What follows belongs to an exercise in optimizing a design on an open flow for small area, a short achievable clock period and few clock cycles per item; a production flow would make more cautious choices.
No functional check of the RTL was part of this run.

$ cat flow/run.sh
#!/bin/bash
# synth_recipe.tcl (not shown) runs the flow's synth.tcl, then flattens the netlist and writes it again
# the make line also repeats each setting of config.mk as NAME=value (left out here)
make -C /OpenROAD-flow-scripts/flow DESIGN_CONFIG=/design/flow/config.mk WORK_HOME=/design/flow/orfs CLKGATE_MAP_FILE= SYNTH_SCRIPT=/design/flow/synth_recipe.tcl finish
$ cat flow/design.v
package wallace_pkg;
	typedef logic [16-1:0] operand_t;
	typedef logic [32-1:0] product_t;
	typedef logic [32-1:0] pp_row_t;
	typedef logic [$clog2(4 + 1)-1:0] credit_cnt_t;
endpackage
module pp_array (
	input  logic                  clk,
	input  logic                  rst_n,
	input  logic                  in_valid,
	input  wallace_pkg::operand_t a,
	input  wallace_pkg::operand_t b,
	input  logic                  move,
	output logic                  op_valid,
	output wallace_pkg::operand_t op_a,
	output wallace_pkg::operand_t op_b
);
	always_ff @(posedge clk or negedge rst_n) begin
		if (!rst_n) begin
			op_valid <= 1'b0;
		end else begin
			op_valid <= in_valid | (op_valid & ~move);
		end
	end
	always_ff @(posedge clk) begin
		if (in_valid) begin
			op_a <= a;
			op_b <= b;
		end
	end
endmodule
module csa_layer (
	input  logic [15:0] a,
	input  logic [15:0] b,
	output logic [31:0] row0,
	output logic [31:0] row1
);
	logic pp_0;
	logic pp_1;
	logic pp_2;
	logic pp_3;
	logic pp_4;
	logic pp_5;
	logic pp_6;
	logic pp_7;
	logic pp_8;
	logic pp_9;
	logic pp_10;
	logic pp_11;
	logic pp_12;
	logic pp_13;
	logic pp_14;
	logic pp_15;
	logic pp_16;
	logic pp_17;
	logic pp_18;
	logic pp_19;
	logic pp_20;
	logic pp_21;
	logic pp_22;
	logic pp_23;
	logic pp_24;
	logic pp_25;
	logic pp_26;
	logic pp_27;
	logic pp_28;
	logic pp_29;
	logic pp_30;
	logic pp_31;
	logic pp_32;
	logic pp_33;
	logic pp_34;
	logic pp_35;
	logic pp_36;
	logic pp_37;
	logic pp_38;
	logic pp_39;
	logic pp_40;
	logic pp_41;
	logic pp_42;
	logic pp_43;
	logic pp_44;
	logic pp_45;
	logic pp_46;
	logic pp_47;
	logic pp_48;
	logic pp_49;
	logic pp_50;
	logic pp_51;
	logic pp_52;
	logic pp_53;
	logic pp_54;
	logic pp_55;
	logic pp_56;
	logic pp_57;
	logic pp_58;
	logic pp_59;
	logic pp_60;
	logic pp_61;
	logic pp_62;
	logic pp_63;
	logic pp_64;
	logic pp_65;
	logic pp_66;
	logic pp_67;
	logic pp_68;
	logic pp_69;
	logic pp_70;
	logic pp_71;
	logic pp_72;
	logic pp_73;
	logic pp_74;
	logic pp_75;
	logic pp_76;
	logic pp_77;
	logic pp_78;
	logic pp_79;
	logic pp_80;
	logic pp_81;
	logic pp_82;
	logic pp_83;
	logic pp_84;
	logic pp_85;
	logic pp_86;
	logic pp_87;
	logic pp_88;
	logic pp_89;
	logic pp_90;
	logic pp_91;
	logic pp_92;
	logic pp_93;
	logic pp_94;
	logic pp_95;
	logic pp_96;
	logic pp_97;
	logic pp_98;
	logic pp_99;
	logic pp_100;
	logic pp_101;
	logic pp_102;
	logic pp_103;
	logic pp_104;
	logic pp_105;
	logic pp_106;
	logic pp_107;
	logic pp_108;
	logic pp_109;
	logic pp_110;
	logic pp_111;
	logic pp_112;
	logic pp_113;
	logic pp_114;
	logic pp_115;
	logic pp_116;
	logic pp_117;
	logic pp_118;
	logic pp_119;
	logic pp_120;
	logic pp_121;
	logic pp_122;
	logic pp_123;
	logic pp_124;
	logic pp_125;
	logic pp_126;
	logic pp_127;
	logic pp_128;
	logic pp_129;
	logic pp_130;
	logic pp_131;
	logic pp_132;
	logic pp_133;
	logic pp_134;
	logic pp_135;
	logic pp_136;
	logic pp_137;
	logic pp_138;
	logic pp_139;
	logic pp_140;
	logic pp_141;
	logic pp_142;
	logic pp_143;
	logic pp_144;
	logic pp_145;
	logic pp_146;
	logic pp_147;
	logic pp_148;
	logic pp_149;
	logic pp_150;
	logic pp_151;
	logic pp_152;
	logic pp_153;
	logic pp_154;
	logic pp_155;
	logic pp_156;
	logic pp_157;
	logic pp_158;
	logic pp_159;
	logic pp_160;
	logic pp_161;
	logic pp_162;
	logic pp_163;
	logic pp_164;
	logic pp_165;
	logic pp_166;
	logic pp_167;
	logic s1;
	logic c2;
	logic s3;
	logic c4;
	logic s5;
	logic c6;
	logic s7;
	logic c8;
	logic s9;
	logic c10;
	logic s11;
	logic c12;
	logic s13;
	logic c14;
	logic s15;
	logic c16;
	logic s17;
	logic c18;
	logic s19;
	logic c20;
	logic s21;
	logic c22;
	logic s23;
	logic c24;
	logic s25;
	logic c26;
	logic s27;
	logic c28;
	logic s29;
	logic c30;
	logic s31;
	logic c32;
	logic s33;
	logic c34;
	logic s35;
	logic c36;
	logic s37;
	logic c38;
	logic s39;
	logic c40;
	logic s41;
	logic c42;
	logic s43;
	logic c44;
	logic s45;
	logic c46;
	logic s47;
	logic c48;
	logic s49;
	logic c50;
	logic s51;
	logic c52;
	logic s53;
	logic c54;
	logic s55;
	logic c56;
	logic s57;
	logic c58;
	logic s59;
	logic c60;
	logic s61;
	logic c62;
	logic s63;
	logic c64;
	logic s65;
	logic c66;
	logic s67;
	logic c68;
	logic s69;
	logic c70;
	logic s71;
	logic c72;
	logic s73;
	logic c74;
	logic s75;
	logic c76;
	logic s77;
	logic c78;
	logic s79;
	logic c80;
	logic s81;
	logic c82;
	logic s83;
	logic c84;
	logic s85;
	logic c86;
	logic s87;
	logic c88;
	logic s89;
	logic c90;
	logic s91;
	logic c92;
	logic s93;
	logic c94;
	logic s95;
	logic c96;
	logic s97;
	logic c98;
	logic s99;
	logic c100;
	logic s101;
	logic c102;
	logic s103;
	logic c104;
	logic s105;
	logic c106;
	logic s107;
	logic c108;
	logic s109;
	logic c110;
	logic s111;
	logic c112;
	logic s113;
	logic c114;
	logic s115;
	logic c116;
	logic s117;
	logic c118;
	logic s119;
	logic c120;
	logic s121;
	logic c122;
	logic s123;
	logic c124;
	logic s125;
	logic c126;
	logic s127;
	logic c128;
	logic s129;
	logic c130;
	logic s131;
	logic c132;
	logic s133;
	logic c134;
	logic s135;
	logic c136;
	logic s137;
	logic c138;
	logic s139;
	logic c140;
	logic s141;
	logic c142;
	logic s143;
	logic c144;
	logic s145;
	logic c146;
	logic s147;
	logic c148;
	logic s149;
	logic c150;
	logic s151;
	logic c152;
	logic s153;
	logic c154;
	logic s155;
	logic c156;
	logic s157;
	logic c158;
	logic s159;
	logic c160;
	logic s161;
	logic c162;
	logic s163;
	logic c164;
	logic s165;
	logic c166;
	logic s167;
	logic c168;
	logic s169;
	logic c170;
	logic s171;
	logic c172;
	logic s173;
	logic c174;
	logic s175;
	logic c176;
	logic s177;
	logic c178;
	logic s179;
	logic c180;
	logic s181;
	logic c182;
	logic s183;
	logic c184;
	logic s185;
	logic c186;
	logic s187;
	logic c188;
	logic s189;
	logic c190;
	logic s191;
	logic c192;
	logic s193;
	logic c194;
	logic s195;
	logic c196;
	logic s197;
	logic c198;
	logic s199;
	logic c200;
	logic s201;
	logic c202;
	logic s203;
	logic c204;
	logic s205;
	logic c206;
	logic s207;
	logic c208;
	logic s209;
	logic c210;
	logic s211;
	logic c212;
	logic s213;
	logic c214;
	logic s215;
	logic c216;
	logic s217;
	logic c218;
	logic s219;
	logic c220;
	logic s221;
	logic c222;
	logic s223;
	logic c224;
	logic s225;
	logic c226;
	logic s227;
	logic c228;
	logic s229;
	logic c230;
	logic s231;
	logic c232;
	logic s233;
	logic c234;
	logic s235;
	logic c236;
	logic s237;
	logic c238;
	logic s239;
	logic c240;
	logic s241;
	logic c242;
	logic s243;
	logic c244;
	logic s245;
	logic c246;
	logic s247;
	logic c248;
	logic s249;
	logic c250;
	logic s251;
	logic c252;
	logic s253;
	logic c254;
	logic s255;
	logic c256;
	logic s257;
	logic c258;
	logic s259;
	logic c260;
	logic s261;
	logic c262;
	logic s263;
	logic c264;
	logic s265;
	logic c266;
	logic s267;
	logic c268;
	wire one_0 = b[0] ^ 1'b0;
	wire two_0 = (b[1] & ~b[0] & ~1'b0) | (~b[1] & b[0] & 1'b0);
	wire neg_0 = b[1];
	assign pp_0 = ((one_0 & a[0])) ^ neg_0;
	assign pp_1 = ((one_0 & a[1]) | (two_0 & a[0])) ^ neg_0;
	assign pp_2 = ((one_0 & a[2]) | (two_0 & a[1])) ^ neg_0;
	assign pp_3 = ((one_0 & a[3]) | (two_0 & a[2])) ^ neg_0;
	assign pp_4 = ((one_0 & a[4]) | (two_0 & a[3])) ^ neg_0;
	assign pp_5 = ((one_0 & a[5]) | (two_0 & a[4])) ^ neg_0;
	assign pp_6 = ((one_0 & a[6]) | (two_0 & a[5])) ^ neg_0;
	assign pp_7 = ((one_0 & a[7]) | (two_0 & a[6])) ^ neg_0;
	assign pp_8 = ((one_0 & a[8]) | (two_0 & a[7])) ^ neg_0;
	assign pp_9 = ((one_0 & a[9]) | (two_0 & a[8])) ^ neg_0;
	assign pp_10 = ((one_0 & a[10]) | (two_0 & a[9])) ^ neg_0;
	assign pp_11 = ((one_0 & a[11]) | (two_0 & a[10])) ^ neg_0;
	assign pp_12 = ((one_0 & a[12]) | (two_0 & a[11])) ^ neg_0;
	assign pp_13 = ((one_0 & a[13]) | (two_0 & a[12])) ^ neg_0;
	assign pp_14 = ((one_0 & a[14]) | (two_0 & a[13])) ^ neg_0;
	assign pp_15 = ((one_0 & a[15]) | (two_0 & a[14])) ^ neg_0;
	assign pp_16 = ((two_0 & a[15])) ^ neg_0;
	assign pp_17 = ~neg_0;
	assign pp_18 = neg_0;
	wire one_1 = b[2] ^ b[1];
	wire two_1 = (b[3] & ~b[2] & ~b[1]) | (~b[3] & b[2] & b[1]);
	wire neg_1 = b[3];
	assign pp_19 = ((one_1 & a[0])) ^ neg_1;
	assign pp_20 = ((one_1 & a[1]) | (two_1 & a[0])) ^ neg_1;
	assign pp_21 = ((one_1 & a[2]) | (two_1 & a[1])) ^ neg_1;
	assign pp_22 = ((one_1 & a[3]) | (two_1 & a[2])) ^ neg_1;
	assign pp_23 = ((one_1 & a[4]) | (two_1 & a[3])) ^ neg_1;
	assign pp_24 = ((one_1 & a[5]) | (two_1 & a[4])) ^ neg_1;
	assign pp_25 = ((one_1 & a[6]) | (two_1 & a[5])) ^ neg_1;
	assign pp_26 = ((one_1 & a[7]) | (two_1 & a[6])) ^ neg_1;
	assign pp_27 = ((one_1 & a[8]) | (two_1 & a[7])) ^ neg_1;
	assign pp_28 = ((one_1 & a[9]) | (two_1 & a[8])) ^ neg_1;
	assign pp_29 = ((one_1 & a[10]) | (two_1 & a[9])) ^ neg_1;
	assign pp_30 = ((one_1 & a[11]) | (two_1 & a[10])) ^ neg_1;
	assign pp_31 = ((one_1 & a[12]) | (two_1 & a[11])) ^ neg_1;
	assign pp_32 = ((one_1 & a[13]) | (two_1 & a[12])) ^ neg_1;
	assign pp_33 = ((one_1 & a[14]) | (two_1 & a[13])) ^ neg_1;
	assign pp_34 = ((one_1 & a[15]) | (two_1 & a[14])) ^ neg_1;
	assign pp_35 = ((two_1 & a[15])) ^ neg_1;
	assign pp_36 = ~neg_1;
	assign pp_37 = neg_1;
	wire one_2 = b[4] ^ b[3];
	wire two_2 = (b[5] & ~b[4] & ~b[3]) | (~b[5] & b[4] & b[3]);
	wire neg_2 = b[5];
	assign pp_38 = ((one_2 & a[0])) ^ neg_2;
	assign pp_39 = ((one_2 & a[1]) | (two_2 & a[0])) ^ neg_2;
	assign pp_40 = ((one_2 & a[2]) | (two_2 & a[1])) ^ neg_2;
	assign pp_41 = ((one_2 & a[3]) | (two_2 & a[2])) ^ neg_2;
	assign pp_42 = ((one_2 & a[4]) | (two_2 & a[3])) ^ neg_2;
	assign pp_43 = ((one_2 & a[5]) | (two_2 & a[4])) ^ neg_2;
	assign pp_44 = ((one_2 & a[6]) | (two_2 & a[5])) ^ neg_2;
	assign pp_45 = ((one_2 & a[7]) | (two_2 & a[6])) ^ neg_2;
	assign pp_46 = ((one_2 & a[8]) | (two_2 & a[7])) ^ neg_2;
	assign pp_47 = ((one_2 & a[9]) | (two_2 & a[8])) ^ neg_2;
	assign pp_48 = ((one_2 & a[10]) | (two_2 & a[9])) ^ neg_2;
	assign pp_49 = ((one_2 & a[11]) | (two_2 & a[10])) ^ neg_2;
	assign pp_50 = ((one_2 & a[12]) | (two_2 & a[11])) ^ neg_2;
	assign pp_51 = ((one_2 & a[13]) | (two_2 & a[12])) ^ neg_2;
	assign pp_52 = ((one_2 & a[14]) | (two_2 & a[13])) ^ neg_2;
	assign pp_53 = ((one_2 & a[15]) | (two_2 & a[14])) ^ neg_2;
	assign pp_54 = ((two_2 & a[15])) ^ neg_2;
	assign pp_55 = ~neg_2;
	assign pp_56 = neg_2;
	wire one_3 = b[6] ^ b[5];
	wire two_3 = (b[7] & ~b[6] & ~b[5]) | (~b[7] & b[6] & b[5]);
	wire neg_3 = b[7];
	assign pp_57 = ((one_3 & a[0])) ^ neg_3;
	assign pp_58 = ((one_3 & a[1]) | (two_3 & a[0])) ^ neg_3;
	assign pp_59 = ((one_3 & a[2]) | (two_3 & a[1])) ^ neg_3;
	assign pp_60 = ((one_3 & a[3]) | (two_3 & a[2])) ^ neg_3;
	assign pp_61 = ((one_3 & a[4]) | (two_3 & a[3])) ^ neg_3;
	assign pp_62 = ((one_3 & a[5]) | (two_3 & a[4])) ^ neg_3;
	assign pp_63 = ((one_3 & a[6]) | (two_3 & a[5])) ^ neg_3;
	assign pp_64 = ((one_3 & a[7]) | (two_3 & a[6])) ^ neg_3;
	assign pp_65 = ((one_3 & a[8]) | (two_3 & a[7])) ^ neg_3;
	assign pp_66 = ((one_3 & a[9]) | (two_3 & a[8])) ^ neg_3;
	assign pp_67 = ((one_3 & a[10]) | (two_3 & a[9])) ^ neg_3;
	assign pp_68 = ((one_3 & a[11]) | (two_3 & a[10])) ^ neg_3;
	assign pp_69 = ((one_3 & a[12]) | (two_3 & a[11])) ^ neg_3;
	assign pp_70 = ((one_3 & a[13]) | (two_3 & a[12])) ^ neg_3;
	assign pp_71 = ((one_3 & a[14]) | (two_3 & a[13])) ^ neg_3;
	assign pp_72 = ((one_3 & a[15]) | (two_3 & a[14])) ^ neg_3;
	assign pp_73 = ((two_3 & a[15])) ^ neg_3;
	assign pp_74 = ~neg_3;
	assign pp_75 = neg_3;
	wire one_4 = b[8] ^ b[7];
	wire two_4 = (b[9] & ~b[8] & ~b[7]) | (~b[9] & b[8] & b[7]);
	wire neg_4 = b[9];
	assign pp_76 = ((one_4 & a[0])) ^ neg_4;
	assign pp_77 = ((one_4 & a[1]) | (two_4 & a[0])) ^ neg_4;
	assign pp_78 = ((one_4 & a[2]) | (two_4 & a[1])) ^ neg_4;
	assign pp_79 = ((one_4 & a[3]) | (two_4 & a[2])) ^ neg_4;
	assign pp_80 = ((one_4 & a[4]) | (two_4 & a[3])) ^ neg_4;
	assign pp_81 = ((one_4 & a[5]) | (two_4 & a[4])) ^ neg_4;
	assign pp_82 = ((one_4 & a[6]) | (two_4 & a[5])) ^ neg_4;
	assign pp_83 = ((one_4 & a[7]) | (two_4 & a[6])) ^ neg_4;
	assign pp_84 = ((one_4 & a[8]) | (two_4 & a[7])) ^ neg_4;
	assign pp_85 = ((one_4 & a[9]) | (two_4 & a[8])) ^ neg_4;
	assign pp_86 = ((one_4 & a[10]) | (two_4 & a[9])) ^ neg_4;
	assign pp_87 = ((one_4 & a[11]) | (two_4 & a[10])) ^ neg_4;
	assign pp_88 = ((one_4 & a[12]) | (two_4 & a[11])) ^ neg_4;
	assign pp_89 = ((one_4 & a[13]) | (two_4 & a[12])) ^ neg_4;
	assign pp_90 = ((one_4 & a[14]) | (two_4 & a[13])) ^ neg_4;
	assign pp_91 = ((one_4 & a[15]) | (two_4 & a[14])) ^ neg_4;
	assign pp_92 = ((two_4 & a[15])) ^ neg_4;
	assign pp_93 = ~neg_4;
	assign pp_94 = neg_4;
	wire one_5 = b[10] ^ b[9];
	wire two_5 = (b[11] & ~b[10] & ~b[9]) | (~b[11] & b[10] & b[9]);
	wire neg_5 = b[11];
	assign pp_95 = ((one_5 & a[0])) ^ neg_5;
	assign pp_96 = ((one_5 & a[1]) | (two_5 & a[0])) ^ neg_5;
	assign pp_97 = ((one_5 & a[2]) | (two_5 & a[1])) ^ neg_5;
	assign pp_98 = ((one_5 & a[3]) | (two_5 & a[2])) ^ neg_5;
	assign pp_99 = ((one_5 & a[4]) | (two_5 & a[3])) ^ neg_5;
	assign pp_100 = ((one_5 & a[5]) | (two_5 & a[4])) ^ neg_5;
	assign pp_101 = ((one_5 & a[6]) | (two_5 & a[5])) ^ neg_5;
	assign pp_102 = ((one_5 & a[7]) | (two_5 & a[6])) ^ neg_5;
	assign pp_103 = ((one_5 & a[8]) | (two_5 & a[7])) ^ neg_5;
	assign pp_104 = ((one_5 & a[9]) | (two_5 & a[8])) ^ neg_5;
	assign pp_105 = ((one_5 & a[10]) | (two_5 & a[9])) ^ neg_5;
	assign pp_106 = ((one_5 & a[11]) | (two_5 & a[10])) ^ neg_5;
	assign pp_107 = ((one_5 & a[12]) | (two_5 & a[11])) ^ neg_5;
	assign pp_108 = ((one_5 & a[13]) | (two_5 & a[12])) ^ neg_5;
	assign pp_109 = ((one_5 & a[14]) | (two_5 & a[13])) ^ neg_5;
	assign pp_110 = ((one_5 & a[15]) | (two_5 & a[14])) ^ neg_5;
	assign pp_111 = ((two_5 & a[15])) ^ neg_5;
	assign pp_112 = ~neg_5;
	assign pp_113 = neg_5;
	wire one_6 = b[12] ^ b[11];
	wire two_6 = (b[13] & ~b[12] & ~b[11]) | (~b[13] & b[12] & b[11]);
	wire neg_6 = b[13];
	assign pp_114 = ((one_6 & a[0])) ^ neg_6;
	assign pp_115 = ((one_6 & a[1]) | (two_6 & a[0])) ^ neg_6;
	assign pp_116 = ((one_6 & a[2]) | (two_6 & a[1])) ^ neg_6;
	assign pp_117 = ((one_6 & a[3]) | (two_6 & a[2])) ^ neg_6;
	assign pp_118 = ((one_6 & a[4]) | (two_6 & a[3])) ^ neg_6;
	assign pp_119 = ((one_6 & a[5]) | (two_6 & a[4])) ^ neg_6;
	assign pp_120 = ((one_6 & a[6]) | (two_6 & a[5])) ^ neg_6;
	assign pp_121 = ((one_6 & a[7]) | (two_6 & a[6])) ^ neg_6;
	assign pp_122 = ((one_6 & a[8]) | (two_6 & a[7])) ^ neg_6;
	assign pp_123 = ((one_6 & a[9]) | (two_6 & a[8])) ^ neg_6;
	assign pp_124 = ((one_6 & a[10]) | (two_6 & a[9])) ^ neg_6;
	assign pp_125 = ((one_6 & a[11]) | (two_6 & a[10])) ^ neg_6;
	assign pp_126 = ((one_6 & a[12]) | (two_6 & a[11])) ^ neg_6;
	assign pp_127 = ((one_6 & a[13]) | (two_6 & a[12])) ^ neg_6;
	assign pp_128 = ((one_6 & a[14]) | (two_6 & a[13])) ^ neg_6;
	assign pp_129 = ((one_6 & a[15]) | (two_6 & a[14])) ^ neg_6;
	assign pp_130 = ((two_6 & a[15])) ^ neg_6;
	assign pp_131 = ~neg_6;
	assign pp_132 = neg_6;
	wire one_7 = b[14] ^ b[13];
	wire two_7 = (b[15] & ~b[14] & ~b[13]) | (~b[15] & b[14] & b[13]);
	wire neg_7 = b[15];
	assign pp_133 = ((one_7 & a[0])) ^ neg_7;
	assign pp_134 = ((one_7 & a[1]) | (two_7 & a[0])) ^ neg_7;
	assign pp_135 = ((one_7 & a[2]) | (two_7 & a[1])) ^ neg_7;
	assign pp_136 = ((one_7 & a[3]) | (two_7 & a[2])) ^ neg_7;
	assign pp_137 = ((one_7 & a[4]) | (two_7 & a[3])) ^ neg_7;
	assign pp_138 = ((one_7 & a[5]) | (two_7 & a[4])) ^ neg_7;
	assign pp_139 = ((one_7 & a[6]) | (two_7 & a[5])) ^ neg_7;
	assign pp_140 = ((one_7 & a[7]) | (two_7 & a[6])) ^ neg_7;
	assign pp_141 = ((one_7 & a[8]) | (two_7 & a[7])) ^ neg_7;
	assign pp_142 = ((one_7 & a[9]) | (two_7 & a[8])) ^ neg_7;
	assign pp_143 = ((one_7 & a[10]) | (two_7 & a[9])) ^ neg_7;
	assign pp_144 = ((one_7 & a[11]) | (two_7 & a[10])) ^ neg_7;
	assign pp_145 = ((one_7 & a[12]) | (two_7 & a[11])) ^ neg_7;
	assign pp_146 = ((one_7 & a[13]) | (two_7 & a[12])) ^ neg_7;
	assign pp_147 = ((one_7 & a[14]) | (two_7 & a[13])) ^ neg_7;
	assign pp_148 = ((one_7 & a[15]) | (two_7 & a[14])) ^ neg_7;
	assign pp_149 = ((two_7 & a[15])) ^ neg_7;
	assign pp_150 = ~neg_7;
	assign pp_151 = neg_7;
	assign pp_152 = a[0] & b[15];
	assign pp_153 = a[1] & b[15];
	assign pp_154 = a[2] & b[15];
	assign pp_155 = a[3] & b[15];
	assign pp_156 = a[4] & b[15];
	assign pp_157 = a[5] & b[15];
	assign pp_158 = a[6] & b[15];
	assign pp_159 = a[7] & b[15];
	assign pp_160 = a[8] & b[15];
	assign pp_161 = a[9] & b[15];
	assign pp_162 = a[10] & b[15];
	assign pp_163 = a[11] & b[15];
	assign pp_164 = a[12] & b[15];
	assign pp_165 = a[13] & b[15];
	assign pp_166 = a[14] & b[15];
	assign pp_167 = a[15] & b[15];
	assign s1 = 1'b1 ^ pp_17;
	assign c2 = 1'b1 & pp_17;
	assign s3 = 1'b1 ^ pp_154;
	assign c4 = 1'b1 & pp_154;
	assign s5 = pp_113 ^ pp_10;
	assign c6 = pp_113 & pp_10;
	assign s7 = pp_11 ^ pp_28;
	assign c8 = pp_11 & pp_28;
	assign s9 = pp_132 ^ pp_12 ^ pp_29;
	assign c10 = (pp_132 & pp_12) | (pp_132 & pp_29) | (pp_12 & pp_29);
	assign s11 = pp_46 ^ pp_63;
	assign c12 = pp_46 & pp_63;
	assign s13 = pp_13 ^ pp_30 ^ pp_47;
	assign c14 = (pp_13 & pp_30) | (pp_13 & pp_47) | (pp_30 & pp_47);
	assign s15 = pp_64 ^ pp_81;
	assign c16 = pp_64 & pp_81;
	assign s17 = pp_151 ^ pp_14 ^ pp_31;
	assign c18 = (pp_151 & pp_14) | (pp_151 & pp_31) | (pp_14 & pp_31);
	assign s19 = pp_48 ^ pp_65 ^ pp_82;
	assign c20 = (pp_48 & pp_65) | (pp_48 & pp_82) | (pp_65 & pp_82);
	assign s21 = pp_99 ^ pp_116;
	assign c22 = pp_99 & pp_116;
	assign s23 = pp_15 ^ pp_32 ^ pp_49;
	assign c24 = (pp_15 & pp_32) | (pp_15 & pp_49) | (pp_32 & pp_49);
	assign s25 = pp_66 ^ pp_83 ^ pp_100;
	assign c26 = (pp_66 & pp_83) | (pp_66 & pp_100) | (pp_83 & pp_100);
	assign s27 = pp_117 ^ pp_134;
	assign c28 = pp_117 & pp_134;
	assign s29 = pp_152 ^ pp_16 ^ pp_33;
	assign c30 = (pp_152 & pp_16) | (pp_152 & pp_33) | (pp_16 & pp_33);
	assign s31 = pp_50 ^ pp_67 ^ pp_84;
	assign c32 = (pp_50 & pp_67) | (pp_50 & pp_84) | (pp_67 & pp_84);
	assign s33 = pp_101 ^ pp_118 ^ pp_135;
	assign c34 = (pp_101 & pp_118) | (pp_101 & pp_135) | (pp_118 & pp_135);
	assign s35 = pp_153 ^ s1 ^ pp_34;
	assign c36 = (pp_153 & s1) | (pp_153 & pp_34) | (s1 & pp_34);
	assign s37 = pp_51 ^ pp_68 ^ pp_85;
	assign c38 = (pp_51 & pp_68) | (pp_51 & pp_85) | (pp_68 & pp_85);
	assign s39 = pp_102 ^ pp_119 ^ pp_136;
	assign c40 = (pp_102 & pp_119) | (pp_102 & pp_136) | (pp_119 & pp_136);
	assign s41 = c2 ^ pp_35 ^ pp_52;
	assign c42 = (c2 & pp_35) | (c2 & pp_52) | (pp_35 & pp_52);
	assign s43 = pp_69 ^ pp_86 ^ pp_103;
	assign c44 = (pp_69 & pp_86) | (pp_69 & pp_103) | (pp_86 & pp_103);
	assign s45 = pp_120 ^ pp_137 ^ s3;
	assign c46 = (pp_120 & pp_137) | (pp_120 & s3) | (pp_137 & s3);
	assign s47 = pp_36 ^ pp_155 ^ c4;
	assign c48 = (pp_36 & pp_155) | (pp_36 & c4) | (pp_155 & c4);
	assign s49 = pp_53 ^ pp_70 ^ pp_87;
	assign c50 = (pp_53 & pp_70) | (pp_53 & pp_87) | (pp_70 & pp_87);
	assign s51 = pp_104 ^ pp_121 ^ pp_138;
	assign c52 = (pp_104 & pp_121) | (pp_104 & pp_138) | (pp_121 & pp_138);
	assign s53 = 1'b1 ^ pp_156 ^ pp_54;
	assign c54 = (1'b1 & pp_156) | (1'b1 & pp_54) | (pp_156 & pp_54);
	assign s55 = pp_71 ^ pp_88 ^ pp_105;
	assign c56 = (pp_71 & pp_88) | (pp_71 & pp_105) | (pp_88 & pp_105);
	assign s57 = pp_122 ^ pp_139;
	assign c58 = pp_122 & pp_139;
	assign s59 = pp_55 ^ pp_157 ^ pp_72;
	assign c60 = (pp_55 & pp_157) | (pp_55 & pp_72) | (pp_157 & pp_72);
	assign s61 = pp_89 ^ pp_106 ^ pp_123;
	assign c62 = (pp_89 & pp_106) | (pp_89 & pp_123) | (pp_106 & pp_123);
	assign s63 = 1'b1 ^ pp_158 ^ pp_73;
	assign c64 = (1'b1 & pp_158) | (1'b1 & pp_73) | (pp_158 & pp_73);
	assign s65 = pp_90 ^ pp_107;
	assign c66 = pp_90 & pp_107;
	assign s67 = pp_74 ^ pp_159 ^ pp_91;
	assign c68 = (pp_74 & pp_159) | (pp_74 & pp_91) | (pp_159 & pp_91);
	assign s69 = 1'b1 ^ pp_160;
	assign c70 = 1'b1 & pp_160;
	assign s71 = pp_75 ^ pp_6;
	assign c72 = pp_75 & pp_6;
	assign s73 = pp_7 ^ pp_24;
	assign c74 = pp_7 & pp_24;
	assign s75 = pp_94 ^ pp_8 ^ pp_25;
	assign c76 = (pp_94 & pp_8) | (pp_94 & pp_25) | (pp_8 & pp_25);
	assign s77 = pp_42 ^ pp_59;
	assign c78 = pp_42 & pp_59;
	assign s79 = pp_9 ^ pp_26 ^ pp_43;
	assign c80 = (pp_9 & pp_26) | (pp_9 & pp_43) | (pp_26 & pp_43);
	assign s81 = pp_60 ^ pp_77;
	assign c82 = pp_60 & pp_77;
	assign s83 = pp_27 ^ pp_44 ^ pp_61;
	assign c84 = (pp_27 & pp_44) | (pp_27 & pp_61) | (pp_44 & pp_61);
	assign s85 = pp_78 ^ pp_95 ^ s5;
	assign c86 = (pp_78 & pp_95) | (pp_78 & s5) | (pp_95 & s5);
	assign s87 = pp_45 ^ pp_62 ^ pp_79;
	assign c88 = (pp_45 & pp_62) | (pp_45 & pp_79) | (pp_62 & pp_79);
	assign s89 = pp_96 ^ c6 ^ s7;
	assign c90 = (pp_96 & c6) | (pp_96 & s7) | (c6 & s7);
	assign s91 = pp_80 ^ pp_97 ^ pp_114;
	assign c92 = (pp_80 & pp_97) | (pp_80 & pp_114) | (pp_97 & pp_114);
	assign s93 = c8 ^ s11 ^ s9;
	assign c94 = (c8 & s11) | (c8 & s9) | (s11 & s9);
	assign s95 = pp_98 ^ pp_115 ^ c12;
	assign c96 = (pp_98 & pp_115) | (pp_98 & c12) | (pp_115 & c12);
	assign s97 = s15 ^ c10 ^ s13;
	assign c98 = (s15 & c10) | (s15 & s13) | (c10 & s13);
	assign s99 = pp_133 ^ c16 ^ s21;
	assign c100 = (pp_133 & c16) | (pp_133 & s21) | (c16 & s21);
	assign s101 = c14 ^ s17 ^ s19;
	assign c102 = (c14 & s17) | (c14 & s19) | (s17 & s19);
	assign s103 = c22 ^ s27 ^ c18;
	assign c104 = (c22 & s27) | (c22 & c18) | (s27 & c18);
	assign s105 = c20 ^ s23 ^ s25;
	assign c106 = (c20 & s23) | (c20 & s25) | (s23 & s25);
	assign s107 = c28 ^ c24 ^ c26;
	assign c108 = (c28 & c24) | (c28 & c26) | (c24 & c26);
	assign s109 = s29 ^ s31 ^ s33;
	assign c110 = (s29 & s31) | (s29 & s33) | (s31 & s33);
	assign s111 = c30 ^ c32 ^ c34;
	assign c112 = (c30 & c32) | (c30 & c34) | (c32 & c34);
	assign s113 = s35 ^ s37 ^ s39;
	assign c114 = (s35 & s37) | (s35 & s39) | (s37 & s39);
	assign s115 = c36 ^ c38 ^ c40;
	assign c116 = (c36 & c38) | (c36 & c40) | (c38 & c40);
	assign s117 = s41 ^ s43 ^ s45;
	assign c118 = (s41 & s43) | (s41 & s45) | (s43 & s45);
	assign s119 = c42 ^ c44 ^ s47;
	assign c120 = (c42 & c44) | (c42 & s47) | (c44 & s47);
	assign s121 = c46 ^ s49 ^ s51;
	assign c122 = (c46 & s49) | (c46 & s51) | (s49 & s51);
	assign s123 = c48 ^ s57 ^ c50;
	assign c124 = (c48 & s57) | (c48 & c50) | (s57 & c50);
	assign s125 = c52 ^ s53 ^ s55;
	assign c126 = (c52 & s53) | (c52 & s55) | (s53 & s55);
	assign s127 = pp_140 ^ c58 ^ c54;
	assign c128 = (pp_140 & c58) | (pp_140 & c54) | (c58 & c54);
	assign s129 = c56 ^ s59 ^ s61;
	assign c130 = (c56 & s59) | (c56 & s61) | (s59 & s61);
	assign s131 = pp_124 ^ pp_141 ^ s65;
	assign c132 = (pp_124 & pp_141) | (pp_124 & s65) | (pp_141 & s65);
	assign s133 = c60 ^ c62 ^ s63;
	assign c134 = (c60 & c62) | (c60 & s63) | (c62 & s63);
	assign s135 = pp_108 ^ pp_125 ^ pp_142;
	assign c136 = (pp_108 & pp_125) | (pp_108 & pp_142) | (pp_125 & pp_142);
	assign s137 = c66 ^ c64 ^ s67;
	assign c138 = (c66 & c64) | (c66 & s67) | (c64 & s67);
	assign s139 = pp_92 ^ pp_109 ^ pp_126;
	assign c140 = (pp_92 & pp_109) | (pp_92 & pp_126) | (pp_109 & pp_126);
	assign s141 = pp_143 ^ s69 ^ c68;
	assign c142 = (pp_143 & s69) | (pp_143 & c68) | (s69 & c68);
	assign s143 = pp_93 ^ pp_161 ^ c70;
	assign c144 = (pp_93 & pp_161) | (pp_93 & c70) | (pp_161 & c70);
	assign s145 = pp_110 ^ pp_127 ^ pp_144;
	assign c146 = (pp_110 & pp_127) | (pp_110 & pp_144) | (pp_127 & pp_144);
	assign s147 = 1'b1 ^ pp_162 ^ pp_111;
	assign c148 = (1'b1 & pp_162) | (1'b1 & pp_111) | (pp_162 & pp_111);
	assign s149 = pp_128 ^ pp_145;
	assign c150 = pp_128 & pp_145;
	assign s151 = pp_112 ^ pp_163 ^ pp_129;
	assign c152 = (pp_112 & pp_163) | (pp_112 & pp_129) | (pp_163 & pp_129);
	assign s153 = 1'b1 ^ pp_164;
	assign c154 = 1'b1 & pp_164;
	assign s155 = pp_56 ^ pp_4;
	assign c156 = pp_56 & pp_4;
	assign s157 = pp_5 ^ pp_22;
	assign c158 = pp_5 & pp_22;
	assign s159 = pp_23 ^ pp_40 ^ pp_57;
	assign c160 = (pp_23 & pp_40) | (pp_23 & pp_57) | (pp_40 & pp_57);
	assign s161 = pp_41 ^ pp_58 ^ c72;
	assign c162 = (pp_41 & pp_58) | (pp_41 & c72) | (pp_58 & c72);
	assign s163 = pp_76 ^ c74 ^ s77;
	assign c164 = (pp_76 & c74) | (pp_76 & s77) | (c74 & s77);
	assign s165 = c78 ^ s81 ^ c76;
	assign c166 = (c78 & s81) | (c78 & c76) | (s81 & c76);
	assign s167 = c82 ^ c80 ^ s83;
	assign c168 = (c82 & c80) | (c82 & s83) | (c80 & s83);
	assign s169 = c84 ^ s87 ^ c86;
	assign c170 = (c84 & s87) | (c84 & c86) | (s87 & c86);
	assign s171 = c88 ^ s91 ^ c90;
	assign c172 = (c88 & s91) | (c88 & c90) | (s91 & c90);
	assign s173 = c92 ^ s95 ^ c94;
	assign c174 = (c92 & s95) | (c92 & c94) | (s95 & c94);
	assign s175 = c96 ^ s99 ^ c98;
	assign c176 = (c96 & s99) | (c96 & c98) | (s99 & c98);
	assign s177 = c100 ^ c102 ^ s103;
	assign c178 = (c100 & c102) | (c100 & s103) | (c102 & s103);
	assign s179 = c104 ^ c106 ^ s107;
	assign c180 = (c104 & c106) | (c104 & s107) | (c106 & s107);
	assign s181 = c108 ^ c110 ^ s111;
	assign c182 = (c108 & c110) | (c108 & s111) | (c110 & s111);
	assign s183 = c112 ^ c114 ^ s115;
	assign c184 = (c112 & c114) | (c112 & s115) | (c114 & s115);
	assign s185 = c116 ^ s119 ^ c118;
	assign c186 = (c116 & s119) | (c116 & c118) | (s119 & c118);
	assign s187 = c120 ^ c122 ^ s123;
	assign c188 = (c120 & c122) | (c120 & s123) | (c122 & s123);
	assign s189 = c124 ^ c126 ^ s127;
	assign c190 = (c124 & c126) | (c124 & s127) | (c126 & s127);
	assign s191 = c128 ^ s131 ^ c130;
	assign c192 = (c128 & s131) | (c128 & c130) | (s131 & c130);
	assign s193 = s135 ^ c132 ^ c134;
	assign c194 = (s135 & c132) | (s135 & c134) | (c132 & c134);
	assign s195 = c136 ^ s139 ^ c138;
	assign c196 = (c136 & s139) | (c136 & c138) | (s139 & c138);
	assign s197 = c140 ^ s143 ^ s145;
	assign c198 = (c140 & s143) | (c140 & s145) | (s143 & s145);
	assign s199 = c144 ^ s149 ^ c146;
	assign c200 = (c144 & s149) | (c144 & c146) | (s149 & c146);
	assign s201 = pp_146 ^ c150 ^ c148;
	assign c202 = (pp_146 & c150) | (pp_146 & c148) | (c150 & c148);
	assign s203 = pp_130 ^ pp_147 ^ s153;
	assign c204 = (pp_130 & pp_147) | (pp_130 & s153) | (pp_147 & s153);
	assign s205 = pp_131 ^ pp_165 ^ c154;
	assign c206 = (pp_131 & pp_165) | (pp_131 & c154) | (pp_165 & c154);
	assign s207 = 1'b1 ^ pp_166;
	assign c208 = 1'b1 & pp_166;
	assign s209 = pp_37 ^ pp_2;
	assign c210 = pp_37 & pp_2;
	assign s211 = pp_3 ^ pp_20;
	assign c212 = pp_3 & pp_20;
	assign s213 = pp_21 ^ pp_38 ^ s155;
	assign c214 = (pp_21 & pp_38) | (pp_21 & s155) | (pp_38 & s155);
	assign s215 = pp_39 ^ c156 ^ s157;
	assign c216 = (pp_39 & c156) | (pp_39 & s157) | (c156 & s157);
	assign s217 = c158 ^ s71 ^ s159;
	assign c218 = (c158 & s71) | (c158 & s159) | (s71 & s159);
	assign s219 = s73 ^ c160 ^ s161;
	assign c220 = (s73 & c160) | (s73 & s161) | (c160 & s161);
	assign s221 = s75 ^ c162 ^ s163;
	assign c222 = (s75 & c162) | (s75 & s163) | (c162 & s163);
	assign s223 = s79 ^ c164 ^ s165;
	assign c224 = (s79 & c164) | (s79 & s165) | (c164 & s165);
	assign s225 = c166 ^ s85 ^ s167;
	assign c226 = (c166 & s85) | (c166 & s167) | (s85 & s167);
	assign s227 = s89 ^ c168 ^ s169;
	assign c228 = (s89 & c168) | (s89 & s169) | (c168 & s169);
	assign s229 = s93 ^ c170 ^ s171;
	assign c230 = (s93 & c170) | (s93 & s171) | (c170 & s171);
	assign s231 = s97 ^ c172 ^ s173;
	assign c232 = (s97 & c172) | (s97 & s173) | (c172 & s173);
	assign s233 = s101 ^ c174 ^ s175;
	assign c234 = (s101 & c174) | (s101 & s175) | (c174 & s175);
	assign s235 = s105 ^ c176 ^ s177;
	assign c236 = (s105 & c176) | (s105 & s177) | (c176 & s177);
	assign s237 = s109 ^ c178 ^ s179;
	assign c238 = (s109 & c178) | (s109 & s179) | (c178 & s179);
	assign s239 = s113 ^ c180 ^ s181;
	assign c240 = (s113 & c180) | (s113 & s181) | (c180 & s181);
	assign s241 = s117 ^ c182 ^ s183;
	assign c242 = (s117 & c182) | (s117 & s183) | (c182 & s183);
	assign s243 = s121 ^ c184 ^ s185;
	assign c244 = (s121 & c184) | (s121 & s185) | (c184 & s185);
	assign s245 = s125 ^ c186 ^ s187;
	assign c246 = (s125 & c186) | (s125 & s187) | (c186 & s187);
	assign s247 = s129 ^ c188 ^ s189;
	assign c248 = (s129 & c188) | (s129 & s189) | (c188 & s189);
	assign s249 = s133 ^ c190 ^ s191;
	assign c250 = (s133 & c190) | (s133 & s191) | (c190 & s191);
	assign s251 = s137 ^ c192 ^ s193;
	assign c252 = (s137 & c192) | (s137 & s193) | (c192 & s193);
	assign s253 = s141 ^ c194 ^ s195;
	assign c254 = (s141 & c194) | (s141 & s195) | (c194 & s195);
	assign s255 = c142 ^ s197 ^ c196;
	assign c256 = (c142 & s197) | (c142 & c196) | (s197 & c196);
	assign s257 = s147 ^ c198 ^ s199;
	assign c258 = (s147 & c198) | (s147 & s199) | (c198 & s199);
	assign s259 = s151 ^ c200 ^ s201;
	assign c260 = (s151 & c200) | (s151 & s201) | (c200 & s201);
	assign s261 = c152 ^ s203 ^ c202;
	assign c262 = (c152 & s203) | (c152 & c202) | (s203 & c202);
	assign s263 = pp_148 ^ s205 ^ c204;
	assign c264 = (pp_148 & s205) | (pp_148 & c204) | (s205 & c204);
	assign s265 = pp_149 ^ s207 ^ c206;
	assign c266 = (pp_149 & s207) | (pp_149 & c206) | (s207 & c206);
	assign s267 = pp_150 ^ pp_167 ^ c208;
	assign c268 = (pp_150 & pp_167) | (pp_150 & c208) | (pp_167 & c208);
	assign row0 = {c266, c264, c262, c260, c258, c256, c254, c252, c250, c248, c246, c244, c242, c240, c238, c236, c234, c232, c230, c228, c226, c224, c222, c220, c218, c216, c214, c212, c210, s209, pp_1, pp_18};
	assign row1 = {s267, s265, s263, s261, s259, s257, s255, s253, s251, s249, s247, s245, s243, s241, s239, s237, s235, s233, s231, s229, s227, s225, s223, s221, s219, s217, s215, s213, s211, pp_19, 1'b0, pp_0};
endmodule
module final_adder (
	input  logic [1:0][31:0] in_rows,
	output wallace_pkg::product_t product
);
	assign product = in_rows[0] + in_rows[1];
endmodule
module result_buffer (
	input  logic                  clk,
	input  logic                  rst_n,
	input  logic                  op_valid,
	input  wallace_pkg::product_t push_data,
	input  logic                  out_credit,
	output logic                  move,
	output logic                  out_valid,
	output wallace_pkg::product_t product,
	output logic                  in_credit
);
	localparam int DEPTH = 4 - 1;
	wallace_pkg::product_t mem [DEPTH];
	logic [1:0] wr_ptr;
	logic [1:0] rd_ptr;
	logic [1:0] count;
	logic [1:0] out_cnt;
	logic pop;
	assign pop = (count != 2'd0) && (out_cnt != 2'd0);
	assign move = op_valid && !((count == 2'(DEPTH)) && !pop);
	assign out_valid = pop;
	assign in_credit = pop;
	assign product = mem[rd_ptr];
	always_ff @(posedge clk) begin
		if (move) begin
			mem[wr_ptr] <= push_data;
		end
	end
	always_ff @(posedge clk or negedge rst_n) begin
		if (!rst_n) begin
			wr_ptr <= '0;
			rd_ptr <= '0;
			count <= '0;
			out_cnt <= 2'(2);
		end else begin
			if (move) begin
				wr_ptr <= (wr_ptr == 2'(DEPTH - 1)) ? '0 : wr_ptr + 1'b1;
			end
			if (pop) begin
				rd_ptr <= (rd_ptr == 2'(DEPTH - 1)) ? '0 : rd_ptr + 1'b1;
			end
			count <= count + 2'(move) - 2'(pop);
			out_cnt <= out_cnt + 2'(out_credit) - 2'(pop);
		end
	end
endmodule
module wallace_mult (
	input  logic                  clk,
	input  logic                  rst_n,
	input  logic                  in_valid,
	input  wallace_pkg::operand_t a,
	input  wallace_pkg::operand_t b,
	output logic                  in_credit,
	output logic                  out_valid,
	output wallace_pkg::product_t product,
	input  logic                  out_credit
);
	logic op_valid;
	logic move;
	wallace_pkg::operand_t op_a;
	wallace_pkg::operand_t op_b;
	logic [1:0][31:0] rows;
	wallace_pkg::product_t sum_product;
	pp_array u_pp_array (
		.clk      (clk),
		.rst_n    (rst_n),
		.in_valid (in_valid),
		.a        (a),
		.b        (b),
		.move     (move),
		.op_valid (op_valid),
		.op_a     (op_a),
		.op_b     (op_b)
	);
	csa_layer u_csa (
		.a    (op_a),
		.b    (op_b),
		.row0 (rows[0]),
		.row1 (rows[1])
	);
	final_adder u_final_adder (
		.in_rows (rows),
		.product (sum_product)
	);
	result_buffer u_result_buffer (
		.clk        (clk),
		.rst_n      (rst_n),
		.op_valid   (op_valid),
		.push_data  (sum_product),
		.out_credit (out_credit),
		.move       (move),
		.out_valid  (out_valid),
		.product    (product),
		.in_credit  (in_credit)
	);
endmodule
$ cat flow/config.mk
export PLATFORM = sky130hd
export DESIGN_NAME = wallace_mult
export DESIGN_NICKNAME = wallace_mult
export VERILOG_FILES = /design/flow/design.v
export SDC_FILE = /design/flow/constraint.sdc
export NUM_CORES = 4
export LEC_CHECK = 0
export CAP_MARGIN = 20
export CORE_MARGIN = 2
export CORE_UTILIZATION = 40
export SLEW_MARGIN = 20
$ cat flow/constraint.sdc
create_clock -name core_clock -period 4.0 [get_ports {clk}]
set_input_delay 0.8000 -clock core_clock [delete_from_list [all_inputs] [get_ports {clk}]]
set_output_delay 0.8000 -clock core_clock [all_outputs]
set_load 0.01 [all_outputs]
==> notes.md <==
[cell usage in the layout, fill, tap and decap left out, types with 13 or more instances in the layout]
master                            count
sky130_fd_sc_hd__nor2b_1             19
sky130_fd_sc_hd__inv_1              125
sky130_fd_sc_hd__a21o_1              16
sky130_fd_sc_hd__buf_6               44
sky130_fd_sc_hd__fa_1                88
sky130_fd_sc_hd__o21ai_0            100
sky130_fd_sc_hd__edfxtp_1           128
sky130_fd_sc_hd__a22oi_1             40
sky130_fd_sc_hd__nand2_1            225
sky130_fd_sc_hd__mux2i_1             32
sky130_fd_sc_hd__maj3_1              38
sky130_fd_sc_hd__o21ai_2             13
sky130_fd_sc_hd__ha_4                17
sky130_fd_sc_hd__o21ai_1             16
sky130_fd_sc_hd__a221oi_1            14
sky130_fd_sc_hd__fa_2                20
sky130_fd_sc_hd__ha_1                36
sky130_fd_sc_hd__a21oi_2             30
sky130_fd_sc_hd__a31oi_1             13
sky130_fd_sc_hd__o22ai_1             38
sky130_fd_sc_hd__inv_2               18
sky130_fd_sc_hd__a221oi_2            17
sky130_fd_sc_hd__xor2_1              24
sky130_fd_sc_hd__buf_4              351
sky130_fd_sc_hd__buf_12              17
sky130_fd_sc_hd__nor2_1              77
sky130_fd_sc_hd__a21oi_1            115
sky130_fd_sc_hd__xnor2_1             18
sky130_fd_sc_hd__clkdlybuf4s50_1     68
sky130_fd_sc_hd__clkbuf_16           19
[what timing repair did]
item	4_1_cts	5_1_grt
gates resized for setup	122	177
pin swaps	38	95
cloned	1	4
buffers inserted	12	43
endpoints found under the setup margin	72	72
[state kept, by name, summed over array words and instances (netlist names)]
signal / flops
u_result_buffer.wr_ptr: 2
u_result_buffer.count: 2
u_result_buffer.out_cnt: 2
u_pp_array.op_valid: 1
u_result_buffer.rd_ptr: 2
u_pp_array.op_a: 16
u_result_buffer.mem: 96
u_pp_array.op_b: 16
[final timing paths]
check,endpoint,depth (start not counted),from,slack (ns)
max,u_result_buffer.mem[0][25]$_DFFE_PP_,18,u_pp_array.op_b[7]$_DFFE_PP_,-1.25
min,u_result_buffer.out_cnt[1]$_DFF_PN1_,1,u_result_buffer.out_cnt[1]$_DFF_PN1_,0.51
max reg2reg,u_result_buffer.mem[0][25]$_DFFE_PP_,18,u_pp_array.op_b[7]$_DFFE_PP_,-1.25
min reg2reg,u_result_buffer.out_cnt[1]$_DFF_PN1_,1,u_result_buffer.out_cnt[1]$_DFF_PN1_,0.51
max in group asynchronous,u_result_buffer.out_cnt[1]$_DFF_PN1_,1,rst_n,2.98
min in group asynchronous,u_result_buffer.count[1]$_DFF_PN0_,1,rst_n,0.68
[routing by layer]
metal	up-vias	wire, um	GRT usage (%)
li1	6503	-	-
met1	6590	19800	33.0
met2	499	21600	38.4
met3	106	2910	3.49
met4	0	1510	8.25
met5	-	0	0
[per-stage QoR]
step                      worst slack [ns]  hold slack (ns)  setup TNS [ns]  area [um^2]
after floorplan                      -1.17            0.477          -43.82        14600
after global placement               -1.31            0.490          -63.72        18100
after detailed placement             -1.35            0.501          -65.85        18100
after CTS                            -1.19            0.508          -55.02        19400
after global routing                 -1.42            0.514          -71.71        20500
final                                -1.25            0.505          -60.55        20500
[final cells by class]
cell class	instances	area [um^2]
Tap cell	461	577
Clock inverter	13	216
Fill cell	3041	14800
Multi-Input combinational cell	1216	10400
Sequential cell	137	4070
Timing Repair Buffer	488	4300
Clock buffer	19	433
Inverter	148	569
[critical path, delay by kind of cell (launching register included)]
family	cells	cell delay [ns]
xor+xnor	2	0.32
simple gates	2	0.39
flops	1	0.51
fa+ha+maj	5	2.08
compound gates	7	1.36
buf+inv	2	0.31
[cells by family after synthesis]
group / after synthesis
buffers and inverters: 311
flip-flops: 137
adder cells (fa/ha/maj): 204
multiplexers: 33
AND/OR/NAND/NOR: 412
AO/OA/AOI/OAI: 502
XOR/XNOR: 64
==> tab_implementation.tex <==
\begin{tabular}{lr}
\hline
Metric & Value \\
\hline
\multicolumn{2}{l}{\textbf{Worst setup path}} \\
Startpoint type of the worst setup path & register \\
Class of the most critical setup path & register to register \\
Data arrival time of the critical path & 5.42 ns \\
Top fanout value on the critical path & 5 \\
CP Cell Sequence & buf\_6 > xor2\_4 > and2\_4 > buf\_6 > a221oi\_4 > fa\_1 > fa\_2 > fa\_1 > fa\_1 > ha\_4 > a21o\_1 > a31o\_2 > a221o\_1 > nor3b\_2 > a221oi\_2 > a31oi\_1 > a21oi\_1 > xor2\_1 \\
Element type at the critical path end & register \\
Data required time of the critical path & 4.17 ns \\
Critical path's largest stage delay & approximately 0.53 ns \\
Slowest cell on the critical path & sky130\_fd\_sc\_hd\_\_fa\_1 \\
Crit-path most repeated cell & sky130\_fd\_sc\_hd\_\_fa\_1 \\
\multicolumn{2}{l}{\textbf{Status}} \\
Run status & complete, but fails checks \\
Violated checks & setup timing \\
\multicolumn{2}{l}{\textbf{Synthesis}} \\
Mapped cell area & 14300 um\^{}2 \\
Leading post-synthesis cells by cell area & sky130\_fd\_sc\_hd\_\_edfxtp\_1, sky130\_fd\_sc\_hd\_\_fa\_1, sky130\_fd\_sc\_hd\_\_nand2\_1, sky130\_fd\_sc\_hd\_\_a21oi\_1, sky130\_fd\_sc\_hd\_\_ha\_1 \\
Yosys reg bits & 137 \\
Post-synthesis simple-gate area fraction & 12.2\% \\
Area fraction of the dominant cell type after synthesis & between 20\% and 30\% \\
Parity-gate share of the synthesized area counting xor and xnor cells & 3.93\% \\
Arithmetic-cell share of the synthesized area counting full adders, half adders and majority gates & between 20\% and 30\% \\
Multiplexer share of the synthesized area & 2.32\% \\
Portion of the post-synthesis area used by sequential elements & between 20\% and 30\% \\
Cell variety after synth & 63 \\
Synthesized instance count & 1663 \\
Commonest cells post-synth & sky130\_fd\_sc\_hd\_\_nand2\_1, sky130\_fd\_sc\_hd\_\_a21oi\_1, sky130\_fd\_sc\_hd\_\_inv\_1 \\
Combinational family with the most area after synthesis & adder cells \\
Synth async-reset ratio & 6.57\% \\
Synth Area in Compound Gates & 22.0\% \\
Main synth FF type & sky130\_fd\_sc\_hd\_\_edfxtp\_1 \\
Synth area leader & sky130\_fd\_sc\_hd\_\_edfxtp\_1 \\
Post-synth EDFFs & approximately 130 \\
Number of warning messages in the yosys log & 2 \\
Mean instance size in the synthesized netlist & 8.58 um\^{}2 \\
Post-Synthesis Net Count & 1862 \\
Most frequent cell after synthesis & sky130\_fd\_sc\_hd\_\_nand2\_1 \\
\multicolumn{2}{l}{\textbf{Route}} \\
Via density per instance & $\sim$5.5 \\
Number of DRC violations after detailed routing & 0 \\
Average routed wire per standard cell & 18.5 um \\
Total Routed Length & 45800 um \\
Remaining antenna violation count after routing & 0 \\
Number of DRC markers in iteration 0 & 1181 \\
Number of detailed-routing iterations run before antenna repair & 5 \\
Number of vias after detailed routing & around 14000 \\
\multicolumn{2}{l}{\textbf{Timing}} \\
Relative slew slack & 39.7\% \\
Final setup slack of the worst path & -1.25 ns \\
Upper clock frequency limit & 0.191 GHz \\
Actual transition at the worst max-transition pin & $\sim$0.9 ns \\
Total count of max-transition violations in the final report & 0 \\
RSZ-0062 raised after global routing & true \\
Crit share post-route & 131\% \\
Post-layout minimum cycle time & between 5 and 6 ns \\
Clk\_skew & between 0.015 and 0.02 ns \\
Number of hold violations in the final report & 0 \\
Final setup violation count & 69 \\
\multicolumn{2}{l}{\textbf{Placed design}} \\
IO buf count & between 60 and 70 \\
Final HPWL from detailed placement & 33300 um \\
Weighted congestion reported at the end of routability-driven placement & 0.962 \\
Cell Count Post-Placement & 2393 \\
\multicolumn{2}{l}{\textbf{Floorplanning}} \\
X dimension of the die & approximately 190 um \\
\# IOs & 70 \\
Site Rows & 69 \\
Core Footprint & 35300 um\^{}2 \\
Die footprint & between 30000 and 40000 um\^{}2 \\
Initial cell density of the core & 40.4\% \\
Die H & 193 um \\
\multicolumn{2}{l}{\textbf{Layout}} \\
Number of antenna diodes & 0 \\
Final Util & a little under 60\% \\
Proportion of layout cells with a drive suffix above 1 & 34.7\% \\
Area growth from synthesis to final layout & 44.0\% \\
Count of non-filler cells in the finished layout & 2482 \\
Number of nets in the finished design & 2207 \\
\multicolumn{2}{l}{\textbf{Clock tree}} \\
Clock tree from TritonCTS & yes \\
Clock latency at the later pin of the worst-skew pair & 0.44 ns \\
Clock H-tree levels & 4 \\
Clk sinks & 137 \\
Clock Path Buffers & 2 \\
Root Buffer Master & sky130\_fd\_sc\_hd\_\_clkbuf\_16 \\
Worst-path clk slew & 0.07 ns \\
Hold-fix buffer count after cts & 0 \\
Clock buffer count from CTS & 17 \\
\multicolumn{2}{l}{\textbf{GRT}} \\
Global-route wire length before repair & 68600 um \\
Pin count of the biggest net entering global routing & 41 \\
GRT Residual Overflow & 0 \\
GRT Util Overall & 23.9\% \\
Number of antenna violations at the first check in global routing & 0 \\
Number of global-route vias before repair & between 10000 and 15000 \\
\multicolumn{2}{l}{\textbf{Hold path}} \\
Worst hold path class & register to register \\
\multicolumn{2}{l}{\textbf{Flow run}} \\
Max-cap violations & 0 \\
\hline
\end{tabular}

## separate check: timing with driven ports
In the flow no input, the clock included, has a driving cell. The finished layout below was timed again as built, in two steps.
Step 1, drivers: a clkbuf_16 drives clk and a buf_2 each remaining input, both assumed.
Step 2 moves the port delays by t, midway between the first and last clock arrival at a register: inputs arrive t later, outputs are due t later. That takes back most of the time a late clock gives input paths.
Slacks: no drivers / after step 1 / after step 2; pairs: no drivers / after step 1.
t (ns): 0.486
slack for setup (ns): -1.248 / -1.248 / -1.248
worst hold slack (ns): 0.505 / 0.505 / 0.505
slew at the worst register clock pin (ns): 0.07 / 0.07
For this run, drivers alone change the setup slack by 0.000 ns; drivers and shift together by 0.000 ns.
